This is an optimization exercise on Yosys and OpenROAD, whose aim is small area, not a production implementation.
Function was checked by simulation only, so behaviour that the tests miss may differ from the original.

$ cat flow/design.v
package mem_test_pkg;
   typedef enum logic [2:0] {
      app_cmd_write = 3'b000,
      app_cmd_read  = 3'b001
   } app_cmd_e;
   typedef enum logic [2:0] {
      st_idle       = 3'd0,
      st_write      = 3'd1,
      st_write_done = 3'd2,
      st_read       = 3'd3,
      st_read_done  = 3'd4,
      st_check      = 3'd5,
      st_park       = 3'd6
   } test_state_e;
   typedef struct packed {
      logic                          en;
      app_cmd_e                      cmd;
      logic [28-1:0] addr;
   } app_req_t;
   typedef struct packed {
      logic                          wren;
      logic [256-1:0] data;
   } app_wdata_t;
   typedef struct packed {
      logic                          valid;
      logic [256-1:0] data;
   } app_rdata_t;
endpackage
module pattern_source #(
   parameter int sweep_beats = 1048576
) (
   input  logic                          ui_clk,
   input  logic                          resetn,
   input  logic                          advance,
   output logic [256-1:0] pattern,
   output logic [28-1:0] addr,
   output logic                          sweep_start
);
   localparam int idx_w = (sweep_beats > 1) ? $clog2(sweep_beats) : 1;
   localparam logic [idx_w-1:0] last_idx = idx_w'(sweep_beats - 1);
   logic [idx_w-1:0] beat_idx;
   logic [4:0]       rot;
   logic [idx_w:0]   carry;
   logic [idx_w-1:0] beat_next;
   assign carry[0] = advance;
   for (genvar i = 0; i < idx_w; i++) begin : g_inc
      assign beat_next[i] = beat_idx[i] ^ carry[i];
      assign carry[i+1]   = carry[i] & beat_idx[i];
   end
   always_ff @(posedge ui_clk or negedge resetn) begin
      if (!resetn) begin
         beat_idx <= '0;
      end else if (sweep_beats != 2**idx_w && advance && beat_idx == last_idx) begin
         beat_idx <= '0;  
      end else begin
         beat_idx <= beat_next;  
      end
   end
   generate
      if (idx_w >= 5 && sweep_beats % 32 == 0) begin : g_rot_idx
         assign rot = beat_idx[4:0];
      end else begin : g_rot_cnt
         logic [4:0] rot_q;
         always_ff @(posedge ui_clk or negedge resetn) begin
            if (!resetn) begin
               rot_q <= '0;
            end else if (advance) begin
               rot_q <= rot_q + 1'b1;
            end
         end
         assign rot = rot_q;
      end
   endgenerate
   pattern_rom u_pattern_rom (
      .rot     (rot),
      .pattern (pattern)
   );
   assign addr = 28'(beat_idx) * 28'(256);
   assign sweep_start = (beat_idx == '0);
endmodule
module pattern_rom (
   input  logic [4:0]                    rot,
   output logic [256-1:0] pattern
);
   localparam logic [256-1:0] init_pattern = { 
   32'hcafe_babe, 
   32'h1234_5678, 
   32'haa55_aa55, 
   32'h55aa_55aa, 
   32'hdead_beef, 
   32'h8765_4321, 
   32'h55aa_55aa, 
   32'haa55_aa55  
};
   logic [2*256-1:0] twice;
   assign twice   = {init_pattern, init_pattern} << {rot, 3'b000};
   assign pattern = twice[2*256-1 -: 256];
endmodule
module test_sequencer (
   input  logic       ui_clk,
   input  logic       resetn,
   input  logic       calib_done,
   input  logic       app_rdy,
   input  logic       app_wdf_rdy,
   input  logic       rd_valid,
   input  logic       rd_match,
   output logic       app_en,
   output logic [2:0] app_cmd,
   output logic       app_wdf_wren,
   output logic       led_fail,
   output logic       beat_pass,
   output logic       advance
);
   localparam logic [3:0] S_IDLE  = 4'd0;
   localparam logic [3:0] S_WRITE = 4'd10;
   localparam logic [3:0] S_WR_CE = 4'd9;
   localparam logic [3:0] S_WR_C  = 4'd3;
   localparam logic [3:0] S_WR_D  = 4'd7;
   localparam logic [3:0] S_WR_X  = 4'd15;
   localparam logic [3:0] S_READ  = 4'd11;
   localparam logic [3:0] S_RD_C  = 4'd2;
   localparam logic [3:0] S_RD_W  = 4'd12;
   localparam logic [3:0] S_CHK_P = 4'd8;
   localparam logic [3:0] S_CHK_F = 4'd1;
   localparam logic [3:0] S_CHK_V = 4'd14;
   localparam logic [3:0] S_PARK  = 4'd5;
   localparam logic [3:0] S_CHK_VV = 4'd6;
   logic [3:0] state;
   logic [3:0] next;
   always_comb begin
      next = state;
      case (state)
         S_IDLE:  if (calib_done) next = S_WRITE;
         S_WRITE: if (app_rdy && app_wdf_rdy) next = S_WR_CE;
         S_WR_CE: begin
            if (app_rdy && app_wdf_rdy) next = S_WR_X;
            else if (app_rdy)           next = S_WR_D;
            else if (app_wdf_rdy)       next = S_WR_C;
         end
         S_WR_C:  if (app_rdy) next = S_WR_X;
         S_WR_D:  if (app_wdf_rdy) next = S_WR_X;
         S_WR_X:  next = S_READ;
         S_READ:  if (app_rdy) next = S_RD_C;
         S_RD_C:  if (app_rdy) next = S_RD_W;
         S_RD_W:  if (rd_valid) next = rd_match ? S_CHK_P : S_CHK_F;
         S_CHK_P: next = (rd_valid && rd_match) ? S_CHK_VV : S_CHK_V;
         S_CHK_F: next = S_PARK;
         S_CHK_V: next = S_WRITE;
         S_CHK_VV: next = S_WRITE;
         S_PARK:  next = S_PARK;
         default: next = S_IDLE;
      endcase
   end
   always_ff @(posedge ui_clk or negedge resetn) begin
      if (!resetn) begin
         state <= S_IDLE;
      end else begin
         state <= next;
      end
   end
   assign app_en       = (state == S_WR_CE) || (state == S_WR_C) || (state == S_RD_C);
   assign app_wdf_wren = (state == S_WR_CE) || (state == S_WR_D);
   assign app_cmd      = {2'b00, state == S_RD_C};
   assign led_fail     = (state == S_PARK);
   assign beat_pass    = (state == S_CHK_P) || (state == S_CHK_VV);
   assign advance      = (state == S_CHK_V) || (state == S_CHK_VV);
endmodule
module result_checker (
   input  logic                          ui_clk,
   input  logic                          resetn,
   input  logic [256-1:0] rd_data,
   input  logic [256-1:0] pattern,
   input  logic                          sweep_start,
   input  logic                          beat_pass,
   output logic                          rd_match,
   output logic                          led_pass,
   output logic [32-1:0]    sweep_count
);
   data_compare u_data_compare (
      .rd_data  (rd_data),
      .pattern  (pattern),
      .rd_match (rd_match)
   );
   logic [32:0]   carry;
   logic [32-1:0] count_next;
   assign carry[0] = beat_pass && sweep_start;
   for (genvar i = 0; i < 32; i++) begin : g_inc
      assign count_next[i] = sweep_count[i] ^ carry[i];
      assign carry[i+1]    = carry[i] & sweep_count[i];
   end
   always_ff @(posedge ui_clk or negedge resetn) begin
      if (!resetn) begin
         sweep_count <= '0;
      end else begin
         sweep_count <= count_next;
      end
   end
   assign led_pass = sweep_count[0];
endmodule
module data_compare (
   input  logic [256-1:0] rd_data,
   input  logic [256-1:0] pattern,
   output logic                          rd_match
);
   assign rd_match = (rd_data == pattern);
endmodule
module mem_tester_top #(
   parameter int sweep_beats = 1048576
) (
   input  logic                          ui_clk,
   input  logic                          resetn,
   input  logic                          calib_done,
   input  logic                          app_rdy,
   input  logic                          app_wdf_rdy,
   input  logic                          app_rd_data_valid,
   input  logic [256-1:0] app_rd_data,
   output logic                          app_en,
   output logic [2:0]                    app_cmd,
   output logic [28-1:0] app_addr,
   output logic                          app_wdf_wren,
   output logic [256-1:0] app_wdf_data,
   output logic                          led_pass,
   output logic                          led_fail,
   output logic                          led_calib,
   output logic [32-1:0]    sweep_count
);
   logic [256-1:0] pattern;
   logic                          sweep_start;
   logic                          advance;
   logic                          beat_pass;
   logic                          rd_match;
   pattern_source #(
      .sweep_beats (sweep_beats)
   ) u_pattern_source (
      .ui_clk      (ui_clk),
      .resetn      (resetn),
      .advance     (advance),
      .pattern     (pattern),
      .addr        (app_addr),
      .sweep_start (sweep_start)
   );
   assign app_wdf_data = pattern;
   test_sequencer u_test_sequencer (
      .ui_clk       (ui_clk),
      .resetn       (resetn),
      .calib_done   (calib_done),
      .app_rdy      (app_rdy),
      .app_wdf_rdy  (app_wdf_rdy),
      .rd_valid     (app_rd_data_valid),
      .rd_match     (rd_match),
      .app_en       (app_en),
      .app_cmd      (app_cmd),
      .app_wdf_wren (app_wdf_wren),
      .led_fail     (led_fail),
      .beat_pass    (beat_pass),
      .advance      (advance)
   );
   result_checker u_result_checker (
      .ui_clk      (ui_clk),
      .resetn      (resetn),
      .rd_data     (app_rd_data),
      .pattern     (pattern),
      .sweep_start (sweep_start),
      .beat_pass   (beat_pass),
      .rd_match    (rd_match),
      .led_pass    (led_pass),
      .sweep_count (sweep_count)
   );
   assign led_calib = calib_done;  
endmodule
$ cat flow/flow/run.sh
#!/bin/bash
# Layout flow. Synthesis is ORFS's (hierarchical, as config.mk asks), run
# without its adder extraction and with each of a few area-mapping ABC scripts
# in place of ORFS's own; in each run the module pattern_rom (combinational)
# is replaced by its own best area mapping. The smallest netlist whose
# registers match the standard synthesis's is laid out by the standard flow,
# with 1x buffers on the ports and 1x/2x buffers for the layout's repairs.
set -euo pipefail
W=$(pwd)
R=$W/orfs/results/$FLOW_PLATFORM/mem_tester_top/base
LIB=$FLOW_HOME/platforms/$FLOW_PLATFORM/lib/sky130_fd_sc_hd__tt_025C_1v80.lib
DU=$(tr '\n' ' ' < $W/flow/dont_use.txt)

# standard synthesis: the reference registers, and the fallback netlist
bash standard.sh synth > $W/std_synth.log 2>&1
cp $R/1_2_yosys.v $W/std_1_2_yosys.v

regs() { grep -oE "sky130_fd_sc_hd__(df|edf|sdf|dlx|dlr|dlc|sdl)[a-z0-9_]* +[^ ]+" $1 | sort; }
# the whole design's area (the top module's own line when the synthesis is flat)
area() {
   local a
   a=$(sed -n "s/^ *Chip area for top module '\\\\$2': \([0-9.]*\).*/\1/p" $1 | head -1)
   [[ -n $a ]] || a=$(sed -n "s/^ *Chip area for module '\\\\$2': \([0-9.]*\).*/\1/p" $1 | head -1)
   echo $a
}
less() { python3 -c "import sys; sys.exit(0 if float('$1') < float('$2') else 1)"; }
regs $W/std_1_2_yosys.v > $W/regs_std.txt
: > $W/synth_choice.txt

# pattern_rom on its own with each ROM script; keep the smallest
rom=""; rom_area=1e99
for s in $W/flow/rom/*.script; do
   n=$(basename $s .script)
   if ROM_DESIGN=$W/design.v ROM_SCRIPT=$s ROM_OUT=$W/$n.v LIB_FILE=$LIB DONT_USE="$DU" \
         yosys -c $W/flow/rom_map.tcl > $W/$n.log 2>&1; then
      a=$(area $W/$n.v.stat pattern_rom)
      echo "$n: $a" >> $W/synth_choice.txt
      if [[ -n $a ]] && less $a $rom_area; then rom=$W/$n.v; rom_area=$a; fi
   else
      echo "$n: failed" >> $W/synth_choice.txt
   fi
done
echo "pattern_rom: $rom ($rom_area)" >> $W/synth_choice.txt

# the design with each area script, in its own ORFS work folder
for s in $W/flow/abc*.script; do
   n=$(basename $s .script)
   rm -rf $W/scripts_$n $W/orfs_$n
   cp -r $FLOW_HOME/scripts $W/scripts_$n
   cp $s $W/scripts_$n/abc_area.script
   sed -i 's#^\(\s*\)log_cmd abc {\*}\$abc_args$#&\n\1source $::env(SWAP_TCL)#' $W/scripts_$n/synth.tcl
   grep -q 'SWAP_TCL' $W/scripts_$n/synth.tcl
   sed "s#WORK_HOME=[^ ]*#WORK_HOME=$W/orfs_$n#" standard.sh > $W/std_$n.sh
   ( ROM_NETLIST=$rom SWAP_TCL=$W/flow/swap.tcl \
        bash $W/std_$n.sh ABC_AREA=1 ADDER_MAP_FILE= SCRIPTS_DIR=$W/scripts_$n synth \
        > $W/synth_$n.log 2>&1 || true ) &
done
wait

best=$W/std_1_2_yosys.v
best_area=$(area $W/orfs/reports/$FLOW_PLATFORM/mem_tester_top/base/synth_stat.txt $FLOW_TOP)
echo "standard: $best_area" >> $W/synth_choice.txt
for s in $W/flow/abc*.script; do
   n=$(basename $s .script)
   v=$W/orfs_$n/results/$FLOW_PLATFORM/mem_tester_top/base/1_2_yosys.v
   st=$W/orfs_$n/reports/$FLOW_PLATFORM/mem_tester_top/base/synth_stat.txt
   [[ -f $v && -f $st ]] || { echo "$n: failed" >> $W/synth_choice.txt; continue; }
   regs $v > $W/regs_$n.txt
   a=$(area $st $FLOW_TOP)
   if ! cmp -s $W/regs_std.txt $W/regs_$n.txt; then
      echo "$n: $a, registers differ" >> $W/synth_choice.txt; continue
   fi
   echo "$n: $a" >> $W/synth_choice.txt
   if less $a $best_area; then best=$v; best_area=$a; fi
done
echo "chosen: $best ($best_area)" >> $W/synth_choice.txt

if [[ $best != $W/std_1_2_yosys.v ]]; then
   cp $best $R/1_2_yosys.v
   rm -f $R/1_synth.odb $R/1_synth.sdc
fi

# the layout repairs with 1x and 2x buffers only
DU_LAYOUT="$DU sky130_fd_sc_hd__buf_4 sky130_fd_sc_hd__buf_6 sky130_fd_sc_hd__buf_8 sky130_fd_sc_hd__buf_12 sky130_fd_sc_hd__buf_16 sky130_fd_sc_hd__bufbuf_8 sky130_fd_sc_hd__bufbuf_16"
BUFFER_PORTS_ARGS="-buffer_cell sky130_fd_sc_hd__buf_1" bash standard.sh "DONT_USE_CELLS=$DU_LAYOUT" finish > $W/layout.log 2>&1
$ cat flow/flow/abc1.script
strash; dch; amap -F 10 -A 10; strash; dch; amap -F 10 -A 10
$ cat flow/flow/abc2.script
strash; dch; amap -F 10 -A 10; strash; dch; amap -F 10 -A 10; strash; dch; amap -F 10 -A 10
$ cat flow/flow/abc3.script
strash; dch; amap -F 10 -A 10
$ cat flow/flow/abc4.script
strash; dch; amap -F 10 -A 10 -m; strash; dch; amap -F 10 -A 10 -m
$ cat flow/flow/dont_use.txt
sky130_fd_sc_hd__lpflow_bleeder_1 sky130_fd_sc_hd__lpflow_clkbufkapwr_1 sky130_fd_sc_hd__lpflow_clkbufkapwr_16 sky130_fd_sc_hd__lpflow_clkbufkapwr_2 sky130_fd_sc_hd__lpflow_clkbufkapwr_4 sky130_fd_sc_hd__lpflow_clkbufkapwr_8 sky130_fd_sc_hd__lpflow_clkinvkapwr_1 sky130_fd_sc_hd__lpflow_clkinvkapwr_16 sky130_fd_sc_hd__lpflow_clkinvkapwr_2 sky130_fd_sc_hd__lpflow_clkinvkapwr_4 sky130_fd_sc_hd__lpflow_clkinvkapwr_8 sky130_fd_sc_hd__lpflow_decapkapwr_12 sky130_fd_sc_hd__lpflow_decapkapwr_3 sky130_fd_sc_hd__lpflow_decapkapwr_4 sky130_fd_sc_hd__lpflow_decapkapwr_6 sky130_fd_sc_hd__lpflow_decapkapwr_8 sky130_fd_sc_hd__lpflow_inputiso0n_1 sky130_fd_sc_hd__lpflow_inputiso0p_1 sky130_fd_sc_hd__lpflow_inputiso1n_1 sky130_fd_sc_hd__lpflow_inputiso1p_1 sky130_fd_sc_hd__lpflow_inputisolatch_1 sky130_fd_sc_hd__lpflow_isobufsrc_1 sky130_fd_sc_hd__lpflow_isobufsrc_16 sky130_fd_sc_hd__lpflow_isobufsrc_2 sky130_fd_sc_hd__lpflow_isobufsrc_4 sky130_fd_sc_hd__lpflow_isobufsrc_8 sky130_fd_sc_hd__lpflow_isobufsrckapwr_16 sky130_fd_sc_hd__lpflow_lsbuf_lh_hl_isowell_tap_1 sky130_fd_sc_hd__lpflow_lsbuf_lh_hl_isowell_tap_2 sky130_fd_sc_hd__lpflow_lsbuf_lh_hl_isowell_tap_4 sky130_fd_sc_hd__lpflow_lsbuf_lh_isowell_4 sky130_fd_sc_hd__lpflow_lsbuf_lh_isowell_tap_1 sky130_fd_sc_hd__lpflow_lsbuf_lh_isowell_tap_2 sky130_fd_sc_hd__lpflow_lsbuf_lh_isowell_tap_4 sky130_fd_sc_hd__probe_p_8 sky130_fd_sc_hd__probec_p_8 
$ cat flow/flow/rom/rom1.script
strash; dch; amap -F 10 -A 10 -m; strash; dch; amap -F 10 -A 10 -m
$ cat flow/flow/rom/rom2.script
strash; dch; amap -F 10 -A 10; strash; dch; amap -F 10 -A 10
$ cat flow/flow/rom/rom3.script
strash; dch; amap -F 5 -A 5; strash; dch; amap -F 5 -A 5
$ cat flow/flow/rom_map.tcl
# Maps module pattern_rom on its own, for area, to a netlist of library cells.
# env: ROM_DESIGN ROM_SCRIPT ROM_OUT LIB_FILE DONT_USE
yosys -import
read_verilog -sv $::env(ROM_DESIGN)
hierarchy -top pattern_rom
synth -nofsm -noshare -top pattern_rom -flatten
set du {}
foreach c $::env(DONT_USE) { lappend du -dont_use $c }
abc -script $::env(ROM_SCRIPT) -liberty $::env(LIB_FILE) {*}$du
opt_clean -purge
tee -o $::env(ROM_OUT).stat stat -liberty $::env(LIB_FILE)
write_verilog -noattr $::env(ROM_OUT)
$ cat flow/flow/swap.tcl
# Sourced by synth.tcl right after its ABC mapping: replaces module
# pattern_rom with the netlist mapped on its own (combinational, no registers).
if { [info exists ::env(ROM_NETLIST)] && $::env(ROM_NETLIST) ne "" } {
  delete pattern_rom
  read_verilog -overwrite $::env(ROM_NETLIST)
  hierarchy -top $::env(DESIGN_NAME)
}
$ cat flow/standard.sh
#!/bin/bash
# synth_recipe.tcl (not shown) runs the flow's synth.tcl, then flattens the netlist and writes it again
# the make line also repeats each setting of config.mk as NAME=value (left out here)
make -C /OpenROAD-flow-scripts/flow DESIGN_CONFIG=/design/flow/config.mk WORK_HOME=/design/flow/orfs CLKGATE_MAP_FILE= SYNTH_SCRIPT=/design/flow/synth_recipe.tcl "${@:-finish}"
$ cat flow/config.mk
export PLATFORM = sky130hd
export DESIGN_NAME = mem_tester_top
export DESIGN_NICKNAME = mem_tester_top
export VERILOG_FILES = /design/flow/design.v
export SDC_FILE = /design/flow/constraint.sdc
export NUM_CORES = 4
export LEC_CHECK = 0
export CAP_MARGIN = 20
export CORE_AREA = 2 2 198 198
export CTS_BUF_LIST = sky130_fd_sc_hd__clkbuf_16
export CTS_CLUSTER_DIAMETER = 50
export CTS_CLUSTER_SIZE = 10
export DIE_AREA = 0 0 200 200
export PLACE_DENSITY = 0.85
export SLEW_MARGIN = 20
export SYNTH_HIERARCHICAL = 1
$ cat flow/constraint.sdc
create_clock -name core_clock -period 10.0 [get_ports {ui_clk}]
set_input_delay 2.0000 -clock core_clock [delete_from_list [all_inputs] [get_ports {ui_clk}]]
set_output_delay 2.0000 -clock core_clock [all_outputs]
set_load 0.01 [all_outputs]
==> impl_metrics.ini, run 1 <==
[status]
outcome = complete, no violations

[die]
initial_core_util = 0.235
die_x_um = 200
ios = 586
rows = 71
die_h_um = 200
die-area_mm2 = 0.0400
core_area_mm2 = 0.0378

[layout]
area_delta_synth_final_pct = 35.1
final_cells = 2671
fillCellCount = 4367
fin_nets = 2414
drive_gt1_frac = 0.0139

[global_route]
grt_max_degree = 56
grt_first_pass_wirelength_mm = 103
overflow = 0
grt_usage = 0.368
grt_pass1_vias = 13600
antenna_found_initial = 5

[placement]
portBuffers = 575
gp_congestion = 1.16
hpwl_mm = 65.4
dp_cells = 2656

[clock_tree]
clk_pin_slew_ns = 0.08
ctsResizeCount = 0
cts_buffers = 5
cts_setup_buffers = 0
clockBufferDepth = 2
cts_sinks = 56
cts_tree = built
cts_max_level = 2
clock_latency_ns = 0.30
cts_hold_buffers = 0
root_buffer = clkbuf_16

[sta]
worst_hold_slack_ns = 0.522
finalCritPeriodShare = 0.741
tightest_slew_ns = 1.26
finalSetupViolCount = 0
skew_ns = 0.00738
final_hold_viol_count = 0
rsz0062_at_grt = false
period_needed_ns = 7.41
slew_headroom = 0.156
slew_violations = 0
finalSetupTns_ns = 0
max_freq_ghz = 0.135

[job]
max_cap_violations = 0

[setup_path]
end_kind = flop
reg2reg_to = u_test_sequencer.state[3]
r2r_cells = 20
r2r_slack_ns = 2.59
cp.arrival_ns = 7.56
timing.rr.start = u_pattern_source.beat_idx[0]
crit_required_ns = 10.16
path_max_fanout = 13
cp-start-kind = flop
path_class = flop to flop

[synth]
yosys_warnings = 9
syn-cell-area_mm2 = 0.00887
avgSynthCellArea_um2 = 5.80
netlist_instances = 1529

[worst_hold_path]
hold_depth = 1
min_to = u_result_checker.sweep_count[30]
hp-class = flop to flop
min_from = u_result_checker.sweep_count[30]

[detailed_routing]
drc = 0
via_per_inst = 5.95
first_pass_iters = 10
via_count = 15900
drt_iter0_markers = 2474
ant_nets = 0
drt_wl_total_mm = 78.3
wl_per_cell_um = 29.3
-- worst max-delay path by stage --
stage,from,end,slack (ns),cells past startpoint
6_report,u_pattern_source.beat_idx[0],u_test_sequencer.state[3],2.59,20
3_3_place_gp,u_pattern_source.beat_idx[2],u_test_sequencer.state[3],2.90,17
3_5_place_dp,u_pattern_source.beat_idx[0],u_test_sequencer.state[3],3.08,20
2_1_floorplan,u_pattern_source.beat_idx[4],app_wdf_data[83],0.77,2
5_1_grt,u_pattern_source.beat_idx[0],u_test_sequencer.state[3],2.53,20
4_1_cts,u_pattern_source.beat_idx[0],u_test_sequencer.state[3],3.08,20
-- state kept, by name (all words and copies together), names as in the netlist --
name	count
u_test_sequencer.state	4
u_result_checker.sweep_count	32
u_pattern_source.beat_idx	20
-- stage by stage --
| stage | area [um^2] | util | setup WS (ns) |
|---|---|---|---|
| 2_1_floorplan | 8900 | - | 0.765 |
| 3_3_place_gp | 11800 | 0.313 | 2.90 |
| 3_5_place_dp | 11800 | 0.313 | 3.08 |
| 4_1_cts | 12000 | 0.317 | 3.08 |
| 5_1_grt | 12000 | 0.317 | 2.53 |
| 6_report | 12000 | 0.318 | 2.59 |
-- final cells by class --
| class | instances | area [um^2] | share of cell area |
|---|---|---|---|
| antenna | 7 | 17.5 | 0.00146 |
| clock buffer | 5 | 125 | 0.0104 |
| clock inverter | 3 | 28.8 | 0.00240 |
| inverter | 84 | 320 | 0.0267 |
| multi-input combinational | 1385 | 7100 | 0.592 |
| sequential | 56 | 1410 | 0.117 |
| tap | 511 | 639 | 0.0533 |
| timing repair buffer | 620 | 2350 | 0.196 |
-- placed cells by master, fill, tap and decap left out, drive strengths merged, types with 7 or more instances in the layout --
master / instances
xor2: 36
o22a: 37
a21oi: 313
a31oi: 8
diode: 7
nor3: 15
clkinv: 83
and3: 25
o21ai: 66
nand4: 16
dfrtp: 56
buf: 619
conb: 10
nor2: 483
nand2: 43
nor4: 73
o21a: 12
o22ai: 204
-- layer usage --
layer / routed length (um) / GRT usage
met5: 0 / 0
met4: 5230 / 0.186
met3: 10100 / 0.112
met2: 33700 / 0.581
met1: 29100 / 0.452
-- worst max-delay path: stages, from the launching register on --
cell and delay [ns]:
dfrtp_1 0.61, clkinv_1 0.55, nor2_1 0.85, nor2_1 0.26, nor2_1 0.52, clkinv_1 0.32
o21ai_0 0.28, buf_1 0.30, nor2_1 0.16, clkinv_1 0.12, o21ai_0 0.17, o22a_1 0.32
xor2_1 0.19, nor4_1 0.83, nand4_1 0.28, nor4_1 0.33, and4_1 0.37, nand2_1 0.09
a222oi_1 0.31, nor4b_1 0.27, o22ai_1 0.11
==> run 2: changes to the inputs <==
--- a/flow/flow/run.sh
+++ b/flow/flow/run.sh
@@ -81,5 +81,5 @@
 fi
 
 # the layout repairs with 1x and 2x buffers only
-DU_LAYOUT="$DU sky130_fd_sc_hd__buf_4 sky130_fd_sc_hd__buf_6 sky130_fd_sc_hd__buf_8 sky130_fd_sc_hd__buf_12 sky130_fd_sc_hd__buf_16 sky130_fd_sc_hd__bufbuf_8 sky130_fd_sc_hd__bufbuf_16"
+DU_LAYOUT="$DU sky130_fd_sc_hd__inv_6 sky130_fd_sc_hd__inv_8 sky130_fd_sc_hd__inv_12 sky130_fd_sc_hd__inv_16 sky130_fd_sc_hd__buf_4 sky130_fd_sc_hd__buf_6 sky130_fd_sc_hd__buf_8 sky130_fd_sc_hd__buf_12 sky130_fd_sc_hd__buf_16 sky130_fd_sc_hd__bufbuf_8 sky130_fd_sc_hd__bufbuf_16"
 BUFFER_PORTS_ARGS="-buffer_cell sky130_fd_sc_hd__buf_1" bash standard.sh "DONT_USE_CELLS=$DU_LAYOUT" finish > $W/layout.log 2>&1
--- a/flow/config.mk
+++ b/flow/config.mk
@@ -7,7 +7,7 @@
 export LEC_CHECK = 0
 export CAP_MARGIN = 20
 export CORE_AREA = 2 2 198 198
-export CTS_BUF_LIST = sky130_fd_sc_hd__clkbuf_16
+export CTS_BUF_LIST = sky130_fd_sc_hd__clkbuf_8
 export CTS_CLUSTER_DIAMETER = 50
 export CTS_CLUSTER_SIZE = 10
 export DIE_AREA = 0 0 200 200
==> run 2 against run 1 <==
Compared with the run above: area after synthesis did not move; first-iteration DRC count fell by 2.4%; synthesized cell count did not move; flip-flop and latch count did not move.
==> impl_metrics.ini, run 2 <==
[status]
outcome = complete, no violations

[clock_tree]
cts_sinks = 56
root_buffer = clkbuf_8
cts_max_level = 2
cts_hold_buffers = 0
clock_latency_ns = 0.32
ctsResizeCount = 0
cts_setup_buffers = 0
cts_tree = built
clockBufferDepth = 2
cts_buffers = 5
clk_pin_slew_ns = 0.11

[setup_path]
r2r_slack_ns = 2.53
cp.arrival_ns = 7.65
path_max_fanout = 21
path_class = flop to flop
cp-start-kind = flop
end_kind = flop
crit_required_ns = 10.18

[detailed_routing]
ant_nets = 0
drc = 0
via_per_inst = 5.91
drt_wl_total_mm = 78.5
drt_iter0_markers = 2415
via_count = 15800
wl_per_cell_um = 29.4
first_pass_iters = 6

[worst_hold_path]
hp-class = flop to flop

[sta]
finalSetupTns_ns = 0
finalCritPeriodShare = 0.747
final_hold_viol_count = 0
skew_ns = 0.0149
rsz0062_at_grt = false
slew_violations = 0
slew_headroom = 0.167
period_needed_ns = 7.47
tightest_slew_ns = 1.24
max_freq_ghz = 0.134
finalSetupViolCount = 0

[global_route]
overflow = 0
grt_pass1_vias = 13500
grt_first_pass_wirelength_mm = 102
antenna_found_initial = 6
grt_max_degree = 80
grt_usage = 0.369

[placement]
portBuffers = 575
gp_congestion = 1.17
hpwl_mm = 65.8

[die]
die-area_mm2 = 0.0400
die_h_um = 200
die_x_um = 200
ios = 586
initial_core_util = 0.235
core_area_mm2 = 0.0378
rows = 71

[job]
max_cap_violations = 0

[synth]
avgSynthCellArea_um2 = 5.80
yosys_warnings = 9
netlist_instances = 1529
syn-cell-area_mm2 = 0.00887

[layout]
largest_reg_flops = 32
area_delta_synth_final_pct = 34.6
drive_gt1_frac = 0.0139
fillCellCount = 4329
fin_nets = 2415
top_register = u_result_checker.sweep_count
most-common-layout-cells = 606 x buf_1, 481 x nor2_1, 313 x a21oi_1, 204 x o22ai_1, 83 x clkinv_1
multi_input_area_mm2 = 0.00711
largestRegisters = u_result_checker.sweep_count (32), u_pattern_source.beat_idx (20), u_test_sequencer.state (4)
final_common_cell = buf_1
seqCellArea_mm2 = 0.00141
==> run 2: changes by cell type in the layout (fill, tap and decap cells not counted), sizes merged <==
cell,delta
clkinv,+4
inv,-4
buf,+1
diode,-3
==> run 2: metal layers <==
layer | global-route usage | share of wire
met1 | 0.446 | 0.36
met2 | 0.569 | 0.42
met3 | 0.122 | 0.13
met4 | 0.221 | 0.079
met5 | 0 | 0.00028
==> run 2: layout make-up <==
cell class,count,share of cell area
timing repair buffer,621,0.197
inverter,84,0.0268
tap,511,0.0536
clock buffer,5,0.00576
antenna,4,0.000838
multi-input combinational,1385,0.596
clock inverter,3,0.00283
sequential,56,0.118
==> run 2: metrics by stage <==
stage	util	setup slack (ns)	hold WS (ns)	cell area, um^2	std cells
after floorplan	-	0.765	0.516	8900	1537
after global placement	0.313	3.08	0.474	11800	2657
after detailed placement	0.313	3.24	0.497	11800	2657
after CTS	0.316	3.20	0.514	11900	2665
after global routing	0.316	2.76	0.548	11900	2669
final	0.316	2.53	0.512	11900	2669
==> run 2: path summary, 6_finish.rpt <==
| check | start | to | cells past startpoint |
|---|---|---|---|
| worst max register to register | u_pattern_source.beat_idx[0] | u_test_sequencer.state[3] | 17 |
| worst min register to register | u_result_checker.sweep_count[31] | u_result_checker.sweep_count[31] | 1 |
| max in group asynchronous | resetn | u_pattern_source.beat_idx[4] | 2 |
| min in group asynchronous | resetn | u_result_checker.sweep_count[7] | 1 |
| worst max-delay path | u_pattern_source.beat_idx[0] | u_test_sequencer.state[3] | 17 |
| worst min-delay path | u_result_checker.sweep_count[31] | u_result_checker.sweep_count[31] | 1 |
==> run 2: worst max-delay path, stage by stage (launching register included) <==
cell and delay, ns:
dfrtp_1 0.37, buf_2 0.55, nor2_2 0.24, nor2_1 0.95
clkinv_1 0.48, nor2_1 0.67, clkinv_1 0.48, o21ai_0 0.25
o22a_1 0.29, a21oi_1 0.17, nor4_1 0.90, nand4_1 0.35
nor4_1 0.38, and4_1 0.43, nand2_1 0.09, a222oi_1 0.33
nor4b_1 0.28, o22ai_1 0.11

==> separate check: timing with driven ports <==
In the flow no input, the clock included, has a driving cell. The finished layouts below were timed again as built, in two steps. Step 1, drivers: a clkbuf_16 drives ui_clk and a buf_2 each remaining input, both assumed. Step 2 also shifts input and output timing later by t, the mid clock arrival at the registers, as if the neighbouring blocks saw the same clock. a / b / c = no drivers / after step 1 / after step 2; a / b = the first two.
run	shift t [ns]	slack for setup (ns)	worst register clock-pin slew, ns	pins driven straight from the clock port
run 1	0.325	2.594 / 2.594 / 2.594	0.08 / 0.08	1
run 2	0.341	2.531 / 2.531 / 2.531	0.12 / 0.12	1
After both steps setup and hold are still met in every run listed.
